From an optimization exercise on the open Yosys and OpenROAD flow, aimed at small area; shortcuts taken in it are not production practice. Only simulation tests tie the RTL to the original design; equivalence was not proved. Power and IR drop assume default switching activity.

==> design.v <==
package udp_rx_pkg;
	localparam logic [47:0] FPGA_MAC  = 48'h00D0_0800_0002;
	localparam logic [31:0] FPGA_IP   = 32'hC0A8_006E;    
	localparam logic [15:0] FPGA_PORT = 16'd8080;
	localparam logic [31:0] FLAG_MOTOR = 32'hE1EC_0C0D;
	localparam logic [31:0] FLAG_AD    = 32'hAD86_86DA;
	localparam logic [31:0] FLAG_DDC   = 32'hDDC0_0264;
	localparam logic [31:0] FLAG_DDR   = 32'hDD30_DD30;
	localparam int DATA_W = 16;
	localparam int ADDR_W = 32;
	localparam int ID_W   = 4;
	localparam int LEN_W  = 8;
	localparam int WDOG_W = 9;                            
	localparam int DESC_W = 2 + LEN_W;
	function automatic logic [ID_W-1:0] idx_id(input logic [1:0] idx);
		case (idx)
			2'd0:    idx_id = 4'd2;
			2'd1:    idx_id = 4'd1;
			2'd2:    idx_id = 4'd3;
			default: idx_id = 4'd4;
		endcase
	endfunction
endpackage
`timescale 1ns/1ps
module stage_fifo #(
	parameter int  WIDTH     = 8,
	parameter int  DEPTH     = 4
) (
	input  logic     clk_125m,
	input  logic     sys_rst,
	input  logic     i_push,
	input  logic [WIDTH-1:0] i_data,
	input  logic     i_pop,
	output logic [WIDTH-1:0] o_data,
	output logic     o_full,
	output logic     o_empty
);
	localparam int PTR_W = $clog2(DEPTH);
	logic [WIDTH-1:0] mem [DEPTH];
	logic [PTR_W:0]   wr_ptr, rd_ptr;
	always_ff @(posedge clk_125m) begin
		if (i_push)
			mem[wr_ptr[PTR_W-1:0]] <= i_data;
	end
	always_ff @(posedge clk_125m) begin
		if (sys_rst) begin
			wr_ptr <= '0;
			rd_ptr <= '0;
		end else begin
			if (i_push)
				wr_ptr <= wr_ptr + 1'b1;
			if (i_pop)
				rd_ptr <= rd_ptr + 1'b1;
		end
	end
	assign o_data  = mem[rd_ptr[PTR_W-1:0]];              
	assign o_full  = (wr_ptr == {~rd_ptr[PTR_W], rd_ptr[PTR_W-1:0]});
	assign o_empty = (wr_ptr == rd_ptr);
endmodule
module rd_sel3 (
	input  logic [2:0] i_sel,
	input  logic [2:0] i_d,
	output logic       o_yn
);
	assign o_yn = ~((i_sel[0] & i_d[0]) | (i_sel[1] & i_d[1]) | (i_sel[2] & i_d[2]));
endmodule
module rd_sel2 (
	input  logic [1:0] i_sel,
	input  logic [1:0] i_d,
	output logic       o_yn
);
	assign o_yn = ~((i_sel[0] & i_d[0]) | (i_sel[1] & i_d[1]));
endmodule
module dec_and (
	input  logic i_a,
	input  logic i_b,
	output logic o_y
);
	assign o_y = i_a & i_b;
endmodule
module beat_fifo #(
	parameter int  WIDTH     = 16,
	parameter int  DEPTH     = 256
) (
	input  logic     clk_125m,
	input  logic     sys_rst,
	input  logic     i_push,
	input  logic [WIDTH-1:0] i_data,
	input  logic     i_pop,
	output logic [WIDTH-1:0] o_data,
	output logic     o_full,
	output logic     o_empty
);
	localparam int PTR_W = $clog2(DEPTH);
	localparam int N3    = (DEPTH - 2 * (DEPTH % 3 == 1 ? 2 : (DEPTH % 3 == 2 ? 1 : 0))) / 3;
	localparam int N2    = (DEPTH - 3 * N3) / 2;
	localparam int NG    = N3 + N2;
	logic [WIDTH-1:0] mem [DEPTH];
	logic [PTR_W:0]   wr_ptr, rd_ptr;
	logic [PTR_W-1:0] rd_next;                            
	logic [DEPTH-1:0] rd_sel;
	logic [WIDTH-1:0] grp_n [NG];
	logic [WIDTH-1:0] next_word, head;
	logic [15:0] wr_lo, wr_hi, rd_lo, rd_hi;
	logic [DEPTH-1:0] wr_en;
	always_comb begin
		wr_lo = '0;
		wr_hi = '0;
		rd_lo = '0;
		rd_hi = '0;
		wr_lo[wr_ptr[3:0]] = 1'b1;
		wr_hi[wr_ptr[7:4]] = i_push;
		rd_lo[rd_next[3:0]] = 1'b1;
		rd_hi[rd_next[7:4]] = 1'b1;
	end
	for (genvar i = 0; i < DEPTH; i++) begin : g_word
		dec_and i_wr_dec (.i_a(wr_hi[i/16]), .i_b(wr_lo[i%16]), .o_y(wr_en[i]));
		dec_and i_rd_dec (.i_a(rd_hi[i/16]), .i_b(rd_lo[i%16]), .o_y(rd_sel[i]));
		always_ff @(posedge clk_125m) begin
			if (wr_en[i])
				mem[i] <= i_data;
		end
	end
	always_ff @(posedge clk_125m) begin
		if (sys_rst) begin
			wr_ptr <= '0;
			rd_ptr <= '0;
		end else begin
			if (i_push)
				wr_ptr <= wr_ptr + 1'b1;
			if (i_pop)
				rd_ptr <= rd_ptr + 1'b1;
		end
	end
	assign rd_next = rd_ptr[PTR_W-1:0] + 1'b1;
	for (genvar b = 0; b < WIDTH; b++) begin : g_bit
		for (genvar g = 0; g < N3; g++) begin : g_sel3
			rd_sel3 i_sel (
				.i_sel (rd_sel[3*g +: 3]),
				.i_d   ({mem[3*g+2][b], mem[3*g+1][b], mem[3*g][b]}),
				.o_yn  (grp_n[g][b])
			);
		end
		for (genvar g = 0; g < N2; g++) begin : g_sel2
			rd_sel2 i_sel (
				.i_sel (rd_sel[3*N3+2*g +: 2]),
				.i_d   ({mem[3*N3+2*g+1][b], mem[3*N3+2*g][b]}),
				.o_yn  (grp_n[N3+g][b])
			);
		end
	end
	always_comb begin
		next_word = '0;
		for (int g = 0; g < NG; g++)
			next_word = next_word | ~grp_n[g];
	end
	always_ff @(posedge clk_125m) begin
		if (i_pop)
			head <= (i_push && wr_ptr[PTR_W-1:0] == rd_next) ? i_data : next_word;
		else if (o_empty)
			head <= i_data;
	end
	assign o_data  = head;
	assign o_full  = (wr_ptr == {~rd_ptr[PTR_W], rd_ptr[PTR_W-1:0]});
	assign o_empty = (wr_ptr == rd_ptr);
endmodule
`timescale 1ns/1ps
module eth_frame_parser (
	input  logic                 clk_125m,
	input  logic                 sys_rst,
	input  logic [7:0]           i_rx_data,
	input  logic                 i_rx_valid,
	input  logic                 i_rx_last,
	input  logic                 i_desc_full,
	input  logic                 i_beat_full,
	output logic                 o_rx_ready,
	output logic                 o_desc_push,
	output logic [udp_rx_pkg::DESC_W-1:0] o_desc,
	output logic                 o_beat_push,
	output logic [15:0]          o_beat,
	output logic [47:0]          o_pc_mac,
	output logic [31:0]          o_pc_ip,
	output logic                 o_trig_arp
);
	typedef enum logic [2:0] {
		ST_IDLE, ST_ETH, ST_ARP, ST_HDR, ST_DESC, ST_PAYLOAD, ST_DISCARD
	} prs_state_t;
	prs_state_t  state;
	logic [5:0]  byte_cnt;                                 
	logic        phase;                                    
	logic [7:0]  len;                                      
	logic        ok;                                       
	logic        type_08;
	logic [79:0] sr;
	logic [31:0] flag;
	logic [3:0]  cand;                                     
	logic        rx_fire;
	logic [7:0]  mac_byte, pcmac_byte, ip_byte, pcip_byte;
	logic [9:0]  udp_len;
	logic [8:0]  n_beats_m1;
	logic        hdr_ok, arp_accept;
	assign rx_fire = i_rx_valid && o_rx_ready;
	always_comb begin
		case (byte_cnt[2:0])
			3'd0:    mac_byte = udp_rx_pkg::FPGA_MAC[47:40];
			3'd1:    mac_byte = udp_rx_pkg::FPGA_MAC[39:32];
			3'd2:    mac_byte = udp_rx_pkg::FPGA_MAC[31:24];
			3'd3:    mac_byte = udp_rx_pkg::FPGA_MAC[23:16];
			3'd4:    mac_byte = udp_rx_pkg::FPGA_MAC[15:8];
			default: mac_byte = udp_rx_pkg::FPGA_MAC[7:0];
		endcase
		case (byte_cnt)
			6'd6:    pcmac_byte = o_pc_mac[47:40];
			6'd7:    pcmac_byte = o_pc_mac[39:32];
			6'd8:    pcmac_byte = o_pc_mac[31:24];
			6'd9:    pcmac_byte = o_pc_mac[23:16];
			6'd10:   pcmac_byte = o_pc_mac[15:8];
			default: pcmac_byte = o_pc_mac[7:0];
		endcase
		case (byte_cnt[1:0])
			2'd2:    ip_byte = udp_rx_pkg::FPGA_IP[31:24];
			2'd3:    ip_byte = udp_rx_pkg::FPGA_IP[23:16];
			2'd0:    ip_byte = udp_rx_pkg::FPGA_IP[15:8];
			default: ip_byte = udp_rx_pkg::FPGA_IP[7:0];
		endcase
		case (byte_cnt[1:0])
			2'd2:    pcip_byte = o_pc_ip[31:24];
			2'd3:    pcip_byte = o_pc_ip[23:16];
			2'd0:    pcip_byte = o_pc_ip[15:8];
			default: pcip_byte = o_pc_ip[7:0];
		endcase
	end
	assign udp_len    = {len[1:0], i_rx_data};
	assign n_beats_m1 = udp_len[9:1] - 9'd7;
	assign arp_accept = (state == ST_ARP) && rx_fire && i_rx_last &&
		((byte_cnt == 6'd41) ? (ok && i_rx_data == 8'h6E) : (ok && byte_cnt > 6'd41));
	assign flag    = sr[31:0];
	assign cand[0] = (flag == udp_rx_pkg::FLAG_MOTOR);
	assign cand[1] = (flag == udp_rx_pkg::FLAG_AD);
	assign cand[2] = (flag == udp_rx_pkg::FLAG_DDC);
	assign cand[3] = (flag == udp_rx_pkg::FLAG_DDR);
	assign hdr_ok  = ok && (cand != 4'd0);
	always_comb begin
		case (state)
			ST_ETH, ST_ARP, ST_HDR, ST_DISCARD: o_rx_ready = 1'b1;
			ST_PAYLOAD:                         o_rx_ready = !i_beat_full;
			default:                            o_rx_ready = 1'b0;
		endcase
	end
	assign o_desc_push = (state == ST_DESC) && hdr_ok && !i_desc_full;
	assign o_desc      = {cand[2] | cand[3], cand[1] | cand[3], len};
	assign o_beat_push = (state == ST_PAYLOAD) && rx_fire && phase;
	assign o_beat      = {sr[7:0], i_rx_data};             
	always_ff @(posedge clk_125m) begin
		if (state == ST_IDLE)
			ok <= 1'b1;
		else if (rx_fire) begin
			case (state)
				ST_ETH: begin
					if (byte_cnt < 6'd6)
						ok <= ok && (i_rx_data == mac_byte);
					else if (byte_cnt < 6'd12)
						ok <= ok && (i_rx_data == pcmac_byte);
					else if (byte_cnt == 6'd12)
						type_08 <= (i_rx_data == 8'h08);
					else if (i_rx_data == 8'h06)
						ok <= 1'b1;                               
				end
				ST_HDR: begin
					case (byte_cnt)
						6'd14: ok <= ok && (i_rx_data == 8'h45);
						6'd23: ok <= ok && (i_rx_data == 8'h11);
						6'd26, 6'd27, 6'd28, 6'd29: ok <= ok && (i_rx_data == pcip_byte);
						6'd30, 6'd31, 6'd32, 6'd33: ok <= ok && (i_rx_data == ip_byte);
						6'd36: ok <= ok && (i_rx_data == udp_rx_pkg::FPGA_PORT[15:8]);
						6'd37: ok <= ok && (i_rx_data == udp_rx_pkg::FPGA_PORT[7:0]);
						6'd38: begin
							ok  <= ok && (i_rx_data < 8'd3);
							len <= i_rx_data;
						end
						6'd39: begin
							ok  <= ok && !udp_len[0] && (udp_len > 10'd12) && (udp_len <= 10'd524);
							len <= n_beats_m1[7:0];
						end
						default: ;
					endcase
				end
				ST_ARP: begin
					case (byte_cnt)
						6'd20: ok <= ok && (i_rx_data == 8'h00);
						6'd21: ok <= ok && (i_rx_data == 8'h01);
						6'd38: ok <= ok && (i_rx_data == udp_rx_pkg::FPGA_IP[31:24]);
						6'd39: ok <= ok && (i_rx_data == udp_rx_pkg::FPGA_IP[23:16]);
						6'd40: ok <= ok && (i_rx_data == udp_rx_pkg::FPGA_IP[15:8]);
						6'd41: ok <= ok && (i_rx_data == udp_rx_pkg::FPGA_IP[7:0]);
						default: ;
					endcase
				end
				ST_PAYLOAD: begin
					if (phase)
						len <= len - 1'b1;
				end
				default: ;
			endcase
		end
	end
	always_ff @(posedge clk_125m) begin
		if (rx_fire && !(state == ST_ARP && byte_cnt >= 6'd32))
			sr <= {sr[71:0], i_rx_data};
	end
	always_ff @(posedge clk_125m) begin
		if (sys_rst) begin
			state      <= ST_IDLE;
			byte_cnt   <= '0;
			phase      <= '0;
			o_pc_mac   <= '0;
			o_pc_ip    <= '0;
			o_trig_arp <= 1'b0;
		end else begin
			o_trig_arp <= arp_accept;
			if (arp_accept) begin
				o_pc_mac <= sr[79:32];
				o_pc_ip  <= sr[31:0];
			end
			if (rx_fire && byte_cnt != '1)
				byte_cnt <= byte_cnt + 1'b1;
			case (state)
				ST_IDLE: begin
					byte_cnt <= '0;
					state    <= ST_ETH;
				end
				ST_ETH: if (rx_fire) begin
					if (i_rx_last)
						state <= ST_IDLE;                         
					else if (byte_cnt == 6'd13) begin
						if (type_08 && i_rx_data == 8'h06)
							state <= ST_ARP;
						else if (type_08 && i_rx_data == 8'h00)
							state <= ST_HDR;
						else
							state <= ST_DISCARD;
					end
				end
				ST_HDR: if (rx_fire) begin
					if (i_rx_last)
						state <= ST_IDLE;
					else if (byte_cnt == 6'd45)
						state <= ST_DESC;
				end
				ST_DESC: begin
					phase <= 1'b0;
					if (!hdr_ok)
						state <= ST_DISCARD;
					else if (!i_desc_full)
						state <= ST_PAYLOAD;                      
				end
				ST_PAYLOAD: if (rx_fire) begin
					phase <= !phase;
					if (i_rx_last)
						state <= ST_IDLE;
					else if (phase && len == 8'd0)
						state <= ST_DISCARD;                      
				end
				ST_ARP, ST_DISCARD: if (rx_fire && i_rx_last) state <= ST_IDLE;
				default: state <= ST_IDLE;
			endcase
		end
	end
endmodule
`timescale 1ns/1ps
module axi_burst_writer (
	input  logic                         clk_125m,
	input  logic                         sys_rst,
	input  logic [udp_rx_pkg::DESC_W-1:0] i_desc,
	input  logic                         i_desc_empty,
	input  logic                         i_beat_empty,
	input  logic                         i_awready,
	input  logic                         i_wready,
	input  logic                         i_bvalid,
	input  logic [1:0]                   i_bresp,
	output logic                         o_desc_pop,
	output logic                         o_beat_pop,
	output logic [1:0]                   o_awidx,                  
	output logic [udp_rx_pkg::LEN_W-1:0]  o_awlen,
	output logic                         o_awvalid,
	output logic                         o_wlast,
	output logic                         o_wvalid,
	output logic                         o_bready,
	output logic                         o_wr_timeout
);
	typedef enum logic [2:0] {W_IDLE, W_ADDR, W_DATA, W_RESP, W_TIMEOUT} wr_state_t;
	wr_state_t         state, state_nx;
	logic [udp_rx_pkg::WDOG_W-1:0] wdog;
	logic [1:0]        idx;
	logic [7:0]        rem;
	logic              rem_zero;
	logic              wdog_fire;
	logic              w_fire;
	assign wdog_fire = wdog[udp_rx_pkg::WDOG_W-1];
	assign w_fire    = o_wvalid && i_wready;
	always_comb begin
		state_nx = state;
		case (state)
			W_IDLE: if (!i_desc_empty) state_nx = W_ADDR;
			W_ADDR: begin
				if (wdog_fire)
					state_nx = W_TIMEOUT;
				else if (i_awready)
					state_nx = W_DATA;
			end
			W_DATA: begin
				if (wdog_fire)
					state_nx = W_TIMEOUT;
				else if (w_fire && o_wlast)
					state_nx = W_RESP;
			end
			W_RESP: begin
				if (wdog_fire)
					state_nx = W_TIMEOUT;
				else if (i_bvalid)
					state_nx = W_IDLE;
			end
			W_TIMEOUT: begin
				if (rem_zero || (o_beat_pop && rem == 8'd0))
					state_nx = W_IDLE;
			end
			default: state_nx = W_IDLE;
		endcase
	end
	always_ff @(posedge clk_125m) begin
		if (sys_rst) begin
			state        <= W_IDLE;
			wdog         <= '0;
			o_wr_timeout <= 1'b0;
		end else begin
			state        <= state_nx;
			o_wr_timeout <= (state_nx == W_TIMEOUT) && (state != W_TIMEOUT);
			if (state_nx != state || state == W_IDLE || state == W_TIMEOUT || w_fire)
				wdog <= '0;
			else
				wdog <= wdog + 1'b1;
		end
	end
	always_ff @(posedge clk_125m) begin
		if (o_desc_pop) begin
			idx      <= i_desc[9:8];
			rem      <= i_desc[7:0];
			rem_zero <= 1'b0;
		end else if (o_beat_pop) begin
			if (rem == 8'd0)
				rem_zero <= 1'b1;
			else
				rem <= rem - 1'b1;
		end
	end
	assign o_awidx    = idx;
	assign o_awlen    = rem;
	assign o_desc_pop = (state == W_IDLE) && !i_desc_empty;
	assign o_awvalid  = (state == W_ADDR);
	assign o_wvalid   = (state == W_DATA) && !i_beat_empty;
	assign o_wlast    = (state == W_DATA) && !rem_zero && (rem == 8'd0);
	assign o_bready   = (state == W_RESP);
	assign o_beat_pop = w_fire ||
		((state == W_TIMEOUT) && !i_beat_empty && !rem_zero);
endmodule
`timescale 1ns/1ps
module udp_rx_top (
	input  logic                         clk_125m,
	input  logic                         sys_rst,
	input  logic [7:0]                   i_rx_data,
	input  logic                         i_rx_valid,
	input  logic                         i_rx_last,
	output logic                         o_rx_ready,
	output logic [udp_rx_pkg::ID_W-1:0]   o_awid,
	output logic [udp_rx_pkg::ADDR_W-1:0] o_awaddr,
	output logic [udp_rx_pkg::LEN_W-1:0]  o_awlen,
	output logic                         o_awvalid,
	input  logic                         i_awready,
	output logic [udp_rx_pkg::DATA_W-1:0] o_wdata,
	output logic                         o_wlast,
	output logic                         o_wvalid,
	input  logic                         i_wready,
	input  logic                         i_bvalid,
	input  logic [1:0]                   i_bresp,
	output logic                         o_bready,
	output logic [47:0]                  o_pc_mac,
	output logic [31:0]                  o_pc_ip,
	output logic                         o_trig_arp,
	output logic                         o_wr_timeout
);
	logic [udp_rx_pkg::DESC_W-1:0] desc_in, desc_out;
	logic [udp_rx_pkg::DATA_W-1:0] beat_in, beat_out;
	logic     desc_push, desc_pop, desc_full, desc_empty;
	logic     beat_push, beat_pop, beat_full, beat_empty;
	logic [1:0] awidx;
	assign o_awid   = udp_rx_pkg::idx_id(awidx);
	assign o_awaddr = {awidx, 25'd0, 1'b1, 4'd0};
	assign o_wdata  = beat_out;
	eth_frame_parser i_eth_frame_parser (
		.clk_125m    (clk_125m),
		.sys_rst     (sys_rst),
		.i_rx_data   (i_rx_data),
		.i_rx_valid  (i_rx_valid),
		.i_rx_last   (i_rx_last),
		.i_desc_full (desc_full),
		.i_beat_full (beat_full),
		.o_rx_ready  (o_rx_ready),
		.o_desc_push (desc_push),
		.o_desc      (desc_in),
		.o_beat_push (beat_push),
		.o_beat      (beat_in),
		.o_pc_mac    (o_pc_mac),
		.o_pc_ip     (o_pc_ip),
		.o_trig_arp  (o_trig_arp)
	);
	stage_fifo #(.WIDTH(udp_rx_pkg::DESC_W), .DEPTH(4)) i_desc_fifo (
		.clk_125m (clk_125m),
		.sys_rst  (sys_rst),
		.i_push   (desc_push),
		.i_data   (desc_in),
		.i_pop    (desc_pop),
		.o_data   (desc_out),
		.o_full   (desc_full),
		.o_empty  (desc_empty)
	);
	beat_fifo #(.WIDTH(udp_rx_pkg::DATA_W), .DEPTH(256)) i_beat_fifo (
		.clk_125m (clk_125m),
		.sys_rst  (sys_rst),
		.i_push   (beat_push),
		.i_data   (beat_in),
		.i_pop    (beat_pop),
		.o_data   (beat_out),
		.o_full   (beat_full),
		.o_empty  (beat_empty)
	);
	axi_burst_writer i_axi_burst_writer (
		.clk_125m     (clk_125m),
		.sys_rst      (sys_rst),
		.i_desc       (desc_out),
		.i_desc_empty (desc_empty),
		.i_beat_empty (beat_empty),
		.i_awready    (i_awready),
		.i_wready     (i_wready),
		.i_bvalid     (i_bvalid),
		.i_bresp      (i_bresp),
		.o_desc_pop   (desc_pop),
		.o_beat_pop   (beat_pop),
		.o_awidx      (awidx),
		.o_awlen      (o_awlen),
		.o_awvalid    (o_awvalid),
		.o_wlast      (o_wlast),
		.o_wvalid     (o_wvalid),
		.o_bready     (o_bready),
		.o_wr_timeout (o_wr_timeout)
	);
endmodule
==> flow/run.sh <==
#!/bin/bash
# Own flow: the standard layout (standard.sh, standard synthesis unchanged),
# with the port buffers made with the smallest buffer cell and the clock tree
# built without dummy loads. make's full output goes to flow_make.log here.
set -euo pipefail
cd "$(dirname "$0")/.."
export BUFFER_PORTS_ARGS="-buffer_cell sky130_fd_sc_hd__buf_1"
export CTS_ARGS="-sink_clustering_enable -repair_clock_nets -sink_clustering_size 28 -sink_clustering_max_diameter 80 -dont_use_dummy_load"
bash standard.sh finish > flow_make.log 2>&1
==> standard.sh <==
#!/bin/bash
# synth_recipe.tcl (not shown) runs the flow's synth.tcl, then flattens the netlist and writes it again
# the make line also repeats each setting of config.mk as NAME=value (left out here)
make -C /OpenROAD-flow-scripts/flow DESIGN_CONFIG=/design/flow/config.mk WORK_HOME=/design/flow/orfs CLKGATE_MAP_FILE= SYNTH_SCRIPT=/design/flow/synth_recipe.tcl "${@:-finish}"
==> config.mk <==
export PLATFORM = sky130hd
export DESIGN_NAME = udp_rx_top
export DESIGN_NICKNAME = udp_rx_top
export VERILOG_FILES = /design/flow/design.v
export SDC_FILE = /design/flow/constraint.sdc
export NUM_CORES = 4
export LEC_CHECK = 0
export CAP_MARGIN = 20
export CORE_MARGIN = 2
export CORE_UTILIZATION = 60
export CTS_CLUSTER_DIAMETER = 80
export CTS_CLUSTER_SIZE = 28
export PLACE_DENSITY = 0.72
export SLEW_MARGIN = 20
export SYNTH_HIERARCHICAL = 1
export SYNTH_MEMORY_MAX_BITS = 8192
==> constraint.sdc <==
create_clock -name core_clock -period 9.0 [get_ports {clk_125m}]
set_input_delay 1.8000 -clock core_clock [delete_from_list [all_inputs] [get_ports {clk_125m}]]
set_output_delay 1.8000 -clock core_clock [all_outputs]
set_load 0.01 [all_outputs]
==> impl_metrics.csv, run 1 <==
group,metric,value,unit
setup_path,critPathLaunch,"i_beat_fifo.rd_ptr[1]",
route,ant_nets,0,
cts,cts.sinks,4383,
synthesis,synth_cell_types,95,
cts,h-tree-depth,4,
synthesis,yosysSeqAreaShare,82.6,%
sta,period_minus_slack,7.11,ns
run,cap_violations,0,
route,firstDrtPassIters,12,
cts,clock_path_buffers,3,
finish,drive_gt1_share,5.85,%
power_and_ir_drop,p_leak,50.3,nW
setup_path,crit_arrival,7.77,ns
status,status,"timing/DRC/antenna clean",
finish,layout_common_cells,"edfxtp_1 (4251), a222oi_1 (1353), and2_1 (523)",
global_routing,grtUsageTotal,30.6,%
die,io-pin-count,164,
synthesis,syn_avg_cell_area,19.8,um^2
sta,fmax,141,MHz
global_routing,overflow,0,
worst_hold_path,hp-class,"flop to flop",
global_routing,antenna_found_initial,46,
synthesis,yosys_most_used_dff,"edfxtp_1",
cts,path_clk_slew,0.11,ns
power_and_ir_drop,ir_drop,0.244,mV
cts,post_cts_buffers,0,
route,wl_per_cell,34.8,um
sta,setup_viol,0,
worst_hold_path,worstHoldStart,"i_eth_frame_parser.sr[66]",
setup_path,crit_path_end_kind,"flop",
route,post-route-drc-count,0,
sta,rsz0062_at_grt,"no",
sta,maxSlewHeadroom,9.30,%
placed_design,dpl.hpwl,255000,um
sta,hold_violations,0,
global_routing,grt_use_met3,6.60,%
route,wl,415000,um
setup_path,r2r-start,"i_beat_fifo.rd_ptr[1]",
die,core-area,0.262,mm^2
sta,period_share,79.0,%
global_routing,grt_use_met1,42.8,%
synthesis,ys_seq_elements,4383,
synthesis,async_flop_share,0,%
worst_hold_path,holdPathStages,0,
die,row_count,188,
synthesis,syn_area,0.158,mm^2
route,drt_iter0_drc,20000,
global_routing,grt_start_max_net_pins,192,
finish,final_common_cell,"edfxtp_1",
placed_design,preCtsSetupSlack,1.90,ns
sta,skew,0.111,ns
power_and_ir_drop,powerDensity,199,mW/mm^2
global_routing,grt_pass1_wl,586000,um
sta,tns,0,ns
synthesis,syn_inst,7963,
route,vias,88200,
cts,cts_resized,0,
global_routing,grt_util_met2,47.3,%
synthesis,synth_edf_count,4251,
setup_path,required,9.67,ns
global_routing,grt_pass1_vias,82400,
placed_design,portBuffers,130,
die,initial_utilization,60.2,%
setup_path,rr_worst_depth,16,
cts,ctsRootBufferMaster,"clkbuf_16",
die,dieHeight,517,um
setup_path,path_max_fanout,16,
setup_path,worstSetupPathType,"flop to flop",
die,die_area,0.267,mm^2
finish,area_growth,6.70,%
cts,worstSkewPairLatency,0.90,ns
route,vias_per_cell,7.40,
global_routing,grt-busiest-layer,"met2",
sta,timing.final.max_slew_violations,0,
die,die_w,517,um
sta,worstMarginPinSlew,1.36,ns
synthesis,yosys_warnings,14,
cts,hold_buffers,0,
placed_design,place_congestion,0.916,
cts,cts_buffers,183,
finish,nets,8370,
setup_path,critPathLaunchType,"flop",
sta,setup_slack,1.89,ns
cts,cts_tree,"done",
==> state kept, by name (all words and copies together) (netlist names), 2 cells and up, named ones only <==
name	cells
i_beat_fifo.mem	4096
i_desc_fifo.mem	40
i_axi_burst_writer.rem	8
i_eth_frame_parser.byte_cnt	6
i_eth_frame_parser.len	8
i_eth_frame_parser.o_pc_ip	32
i_beat_fifo.wr_ptr	9
i_eth_frame_parser.sr	80
i_desc_fifo.wr_ptr	3
i_axi_burst_writer.state	3
i_desc_fifo.rd_ptr	3
i_eth_frame_parser.state	3
i_axi_burst_writer.idx	2
i_axi_burst_writer.wdog	9
i_beat_fifo.head	16
i_eth_frame_parser.o_pc_mac	48
i_beat_fifo.rd_ptr	9
==> cells in the mapped netlist, drive strengths merged, types with 4 or more instances <==
library cell,n,area [um^2]
edfxtp,4251,128000
nor2,108,410
nor3,46,270
o22ai,9,56.3
nand4,373,2330
clkbuf,67,254
mux4,10,225
a22o,8,70.1
dfxtp,132,2640
o211ai,6,45.0
xor2,45,402
nand3b,10,75.1
and2,527,3300
o21ai,35,175
nor3b,9,72.6
a31oi,6,43.8
a21oi,117,586
ha,33,413
or2,7,43.8
nand4b,4,35.0
a222oi,1353,13500
mux2i,9,90.1
inv,33,124
o32ai,6,60.1
nor4,102,644
a211oi,13,118
o21a,23,173
nand2b,17,106
a32oi,4,35.0
xnor2,40,358
buf,80,547
or4,20,154
nor4b,6,58.8
a21boi,7,63.8
nand2,245,922
nand3,40,205
or3b,4,35.0
nor2b,26,163
a22oi,46,505
or3,4,25.0
and3,22,138
==> cell families after synthesis <==
group                      Yosys count  synth area share (%)
DFF                               4383                  82.6
adders and majority gates           33                 0.262
other                                2               0.00476
muxes                               22                 0.221
xor gates and xnor gates            85                 0.482
buffers and inverters              182                 0.591
and+or+nand+nor                   1582                  5.77
AOI/OAI and AO/OA                 1674                  10.1
==> power breakdown <==
| part | total (W) | switching [W] | internal [W] |
|---|---|---|---|
| registers | 0.0230 | 0.000109 | 0.0229 |
| clock network | 0.00929 | 0.00565 | 0.00364 |
| logic | 0.00119 | 0.00103 | 0.000164 |
| total | 0.0335 | 0.00678 | 0.0267 |
==> Yosys stat by module, one instance, submodules excluded, excerpt <==
module / cells / cell area (um^2) / times used
eth_frame_parser: 917 / 8580 / 1
udp_rx_top: 39 / 295 / 1
dec_and: 1 / 6.26 / 512
axi_burst_writer: 128 / 1290 / 1
rd_sel3: 1 / 10.0 / 1344
rd_sel2: 1 / 12.5 / 32
==> metal layers <==
metal | vias up | share of wire, %
met5 | - | 0.035
met3 | 800 | 13
met2 | 6582 | 47
met4 | 20 | 4.1
li1 | 36100 | -
met1 | 44700 | 36
==> stage by stage <==
| stage | hold slack, ns | instance area, um^2 | power, W | utilization, % | instances |
|---|---|---|---|---|---|
| floorplan | 0.426 | 158000 | 0.0241 | - | 7992 |
| global placement | 0.429 | 163000 | 0.0246 | 62.4 | 11600 |
| detailed placement | 0.435 | 163000 | 0.0246 | 62.4 | 11600 |
| CTS | 0.444 | 168000 | 0.0335 | 64.2 | 11800 |
| global route | 0.455 | 168000 | 0.0342 | 64.2 | 11900 |
| finish | 0.437 | 168000 | 0.0335 | 64.3 | 11900 |
==> final cells by class <==
| cell class | count | area (um^2) |
|---|---|---|
| timing repair buffer | 290 | 1830 |
| antenna | 85 | 213 |
| inverter | 35 | 131 |
| fill | 17500 | 93500 |
| clock buffer | 183 | 4580 |
| tap | 3515 | 4400 |
| multi-input combinational | 3427 | 26800 |
| sequential | 4383 | 130000 |
==> final timing paths <==
| check | slack [ns] | end |
|---|---|---|
| hold / removal | 0.44 | i_eth_frame_parser.sr[74] |
| setup / recovery | 1.89 | i_beat_fifo.head[15] |
| hold reg to reg | 0.44 | i_eth_frame_parser.sr[74] |
| setup reg to reg | 1.89 | i_beat_fifo.head[15] |
==> worst max-delay path: stages (launching register included) <==
cell      delay [ns]
dfxtp_1         0.61
ha_1            0.54
nand3_2         0.20
xor2_2          0.38
ha_1            0.29
and3_1          0.30
or3b_1          0.21
nor2_1          0.08
buf_4           0.19
and2_1          0.42
a222oi_1        0.64
nand4_1         0.30
nor4_1          0.98
nand4_1         0.70
nor4_1          0.76
nand3_1         0.17
o21a_1          0.14
==> inputs of run 2 (changes only) <==
==> run.sh (new file) <==
#!/bin/bash
# synth_recipe.tcl (not shown) runs the flow's synth.tcl, then flattens the netlist and writes it again
# the make line also repeats each setting of config.mk as NAME=value (left out here)
make -C /OpenROAD-flow-scripts/flow DESIGN_CONFIG=/design/flow/config.mk WORK_HOME=/design/flow/orfs CLKGATE_MAP_FILE= SYNTH_SCRIPT=/design/flow/synth_recipe.tcl finish
removed: flow/run.sh
removed: standard.sh
==> impl_metrics.csv, run 2 <==
group,metric,value,unit
synthesis,yosys_most_used_dff,"edfxtp_1",
cts,clock_path_buffers,3,
global_routing,grt_use_met3,6.33,%
sta,timing.final.max_slew_violations,0,
setup_path,crit_chain,"ha_1, nand3_2, xor2_2, ha_1, and3_1, or3b_1, nor2_1, buf_4, and2_1, a222oi_1, nand4_1, nor4_2, nand4_1, nor4_1, nand3_1, o21a_1",
global_routing,antenna_found_initial,50,
sta,maxSlewHeadroom,6.13,%
placed_design,dpl.hpwl,254000,um
die,die_w,517,um
synthesis,synth_most_common_cell,"edfxtp_1",
global_routing,grt_pass1_wl,587000,um
setup_path,cp_slowest_stage_delay,1.05,ns
run,cap_violations,0,
placed_design,place_congestion,0.934,
synthesis,ys_seq_elements,4383,
synthesis,yosys_warnings,14,
worst_hold_path,hp-class,"flop to flop",
route,drt_iter0_drc,20200,
finish,design_area,0.170,mm^2
sta,worstMarginPinSlew,1.41,ns
finish,final_common_cell,"edfxtp_1",
sta,period_share,79.2,%
finish,top_regs,"i_beat_fifo.mem (4096), i_eth_frame_parser.sr (80), i_eth_frame_parser.o_pc_mac (48)",
global_routing,grtUsageTotal,30.9,%
setup_path,path_max_fanout,16,
die,core-area,0.262,mm^2
die,initial_utilization,60.2,%
sta,skew,0.0613,ns
sta,rsz0062_at_grt,"no",
global_routing,overflow,0,
route,vias_per_cell,7.42,
finish,largest_register_ffs,4096,
sta,period_minus_slack,7.12,ns
route,post-route-drc-count,0,
synthesis,synthTopCellsByCount,"edfxtp_1 (4251), a222oi_1 (1353), and2_1 (527)",
status,status,"timing/DRC/antenna clean",
finish,layout_common_cells,"edfxtp_1 (4251), a222oi_1 (1353), and2_1 (523)",
setup_path,worstSetupPathType,"flop to flop",
cts,cts_buffers,179,
synthesis,synth_edf_count,4251,
sta,fmax,140,MHz
sta,setup_slack,1.88,ns
sta,hold_violations,0,
cts,h-tree-depth,4,
cts,cts_resized,0,
route,vias,89000,
cts,worstSkewPairLatency,0.92,ns
power_and_ir_drop,p_leak,50.8,nW
placed_design,preCtsSetupSlack,2.00,ns
global_routing,grt_pass1_vias,82500,
route,wl,421000,um
sta,setup_viol,0,
finish,drive_gt1_share,6.14,%
synthesis,yosysTopAreaCellShare,80.9,%
placed_design,portBuffers,130,
finish,top_register,"i_beat_fifo.mem",
power_and_ir_drop,powerDensity,200,mW/mm^2
cts,path_clk_slew,0.11,ns
setup_path,crit_path_end_kind,"flop",
setup_path,crit_buf_inv,1,
sta,tns,0,ns
power_and_ir_drop,finalPower,0.0339,W
cts,ctsRootBufferMaster,"clkbuf_16",
synthesis,synth_cell_types,95,
global_routing,grt_util_met2,47.9,%
route,ant_nets,0,
die,dieHeight,517,um
global_routing,grt-busiest-layer,"met2",
placed_design,postPlaceCellArea,0.164,mm^2
die,die_area,0.267,mm^2
setup_path,crit_slowest_cell,"nor4_2",
setup_path,critPathTopFamily,"simple AND/OR/NAND/NOR gates",
route,wl_per_cell,35.1,um
setup_path,critPathLaunchType,"flop",
cts,cts.sinks,4383,
cts,cts_tree,"done",
finish,nets,8362,
finish,area_growth,7.64,%
synthesis,syn_inst,7963,
global_routing,grt_use_met1,43.1,%
cts,hold_buffers,0,
synthesis,syn_avg_cell_area,19.8,um^2
die,row_count,188,
synthesis,yosysSeqAreaShare,82.6,%
synthesis,synth_top_area_cell,"edfxtp_1",
setup_path,required,9.67,ns
route,firstDrtPassIters,13,
cts,post_cts_buffers,0,
synthesis,syn_area,0.158,mm^2
power_and_ir_drop,ir_drop,0.294,mV
setup_path,crit_arrival,7.80,ns
synthesis,yosys-top-cells-area,"edfxtp_1 (81%), a222oi_1 (8.6%), and2_1 (2.1%)",
die,io-pin-count,164,
global_routing,grt_start_max_net_pins,192,
synthesis,async_flop_share,0,%
-- run 2: cell types whose count changed in the layout (fill, tap and decap cells not counted), sizes merged, moves of 2 or more --
cell and change:
bufinv +2, clkbuf +25, diode +13, buf -116, clkinv +19, clkdlybuf4s50 +121, inv +14
-- run 2: metal layers --
metal  vias to the layer above  share of wire [%]
met5                         -              0.024
met4                        16                4.3
met3                       771                 13
li1                      36200                  -
met1                     45200                 35
met2                      6861                 47
-- run 2: area by class of cell --
type / instances / area, um^2
diodes: 98 / 245
clock buffers: 217 / 4690
clock inverters: 36 / 464
fillers: 17200 / 92000
inverters: 35 / 131
multi-input cells: 3427 / 26900
flip-flops and latches: 4383 / 130000
well taps: 3515 / 4400
repair buffers: 286 / 2680
-- run 2: kinds of logic (layout without fill, tap and decap cells) --
kind of cell / after synthesis / count (layout) / synth area share, %
AO/OA/AOI/OAI: 1674 / 1674 / 10.1
XOR/XNOR: 85 / 85 / 0.482
adder cells (fa/ha/maj): 33 / 33 / 0.262
buffers and inverters: 182 / 574 / 0.591
flip-flops: 4383 / 4383 / 82.6
multiplexers: 22 / 22 / 0.221
other: 2 / 129 / 0.00476
AND/OR/NAND/NOR: 1582 / 1582 / 5.77
-- run 2: where the power goes --
part,total [W],switching [W],internal [W]
clock,0.00969,0.00584,0.00384
combinational,0.00123,0.00104,0.000186
sequential,0.0230,0.000118,0.0229
-- run 2: modules after synthesis (local to each module, per instance), a selection --
module | flops+latches | cells inside | area [um^2] | times used
eth_frame_parser | 181 | 917 | 8580 | 1
rd_sel3 | 0 | 1 | 10.0 | 1344
udp_rx_top | 0 | 39 | 295 | 1
rd_sel2 | 0 | 1 | 12.5 | 32
dec_and | 0 | 1 | 6.26 | 512
axi_burst_writer | 24 | 128 | 1290 | 1
-- run 2: worst register-to-register path, delay by kind of cell (launching register included) --
kind / cells / cell delay, ns
AO/OA/AOI/OAI: 2 / 0.78
adder cells (fa/ha/maj): 2 / 0.81
flip-flops: 1 / 0.65
AND/OR/NAND/NOR: 10 / 4.03
XOR/XNOR: 1 / 0.35
buffers and inverters: 1 / 0.26
-- run 2: per-stage QoR --
| step | hold slack [ns] | cells | util [%] |
|---|---|---|---|
| floorplan | 0.426 | 7992 | - |
| global placement | 0.432 | 11600 | 62.7 |
| detailed placement | 0.435 | 11600 | 62.8 |
| CTS | 0.459 | 11900 | 64.7 |
| global route | 0.475 | 11900 | 64.8 |
| finish | 0.461 | 12000 | 64.8 |
-- run 2: final timing paths --
path                        startpoint                   endpoint  slack [ns]  cells after the start
max              i_beat_fifo.rd_ptr[1]        i_beat_fifo.head[8]        1.88                     16
min          i_eth_frame_parser.sr[47]  i_eth_frame_parser.sr[55]        0.46                      0
max reg2reg      i_beat_fifo.rd_ptr[1]        i_beat_fifo.head[8]        1.88                     16
min reg2reg  i_eth_frame_parser.sr[47]  i_eth_frame_parser.sr[55]        0.46                      0

## afterwards: timing with drivers on the ports
In the flow no input, the clock included, has a driving cell. The finished layouts below were timed again as built, in two steps. Step 1 (the two cells are an assumption about what drives the block):
set clk [get_ports {clk_125m}]
set_driving_cell -lib_cell sky130_fd_sc_hd__clkbuf_16 $clk
set_driving_cell -lib_cell sky130_fd_sc_hd__buf_2 [delete_from_list [all_inputs] $clk]
Step 2 moves the port delays by t, midway between the first and last clock arrival at a register: inputs arrive t later, outputs are due t later. That takes back most of the time a late clock gives input paths. a / b / c = ideal ports / drivers / drivers and shift; a / b = the first two.
run	shift t [ns]	setup slack, ns	worst setup path at the end	slew at the worst register clock pin (ns)
run 1	0.958	1.894 / 1.894 / 1.894	register to register	0.11 / 0.11
run 2	1.002	1.876 / 1.876 / 1.876	register to register	0.11 / 0.11
After both steps every run listed still meets setup and hold.
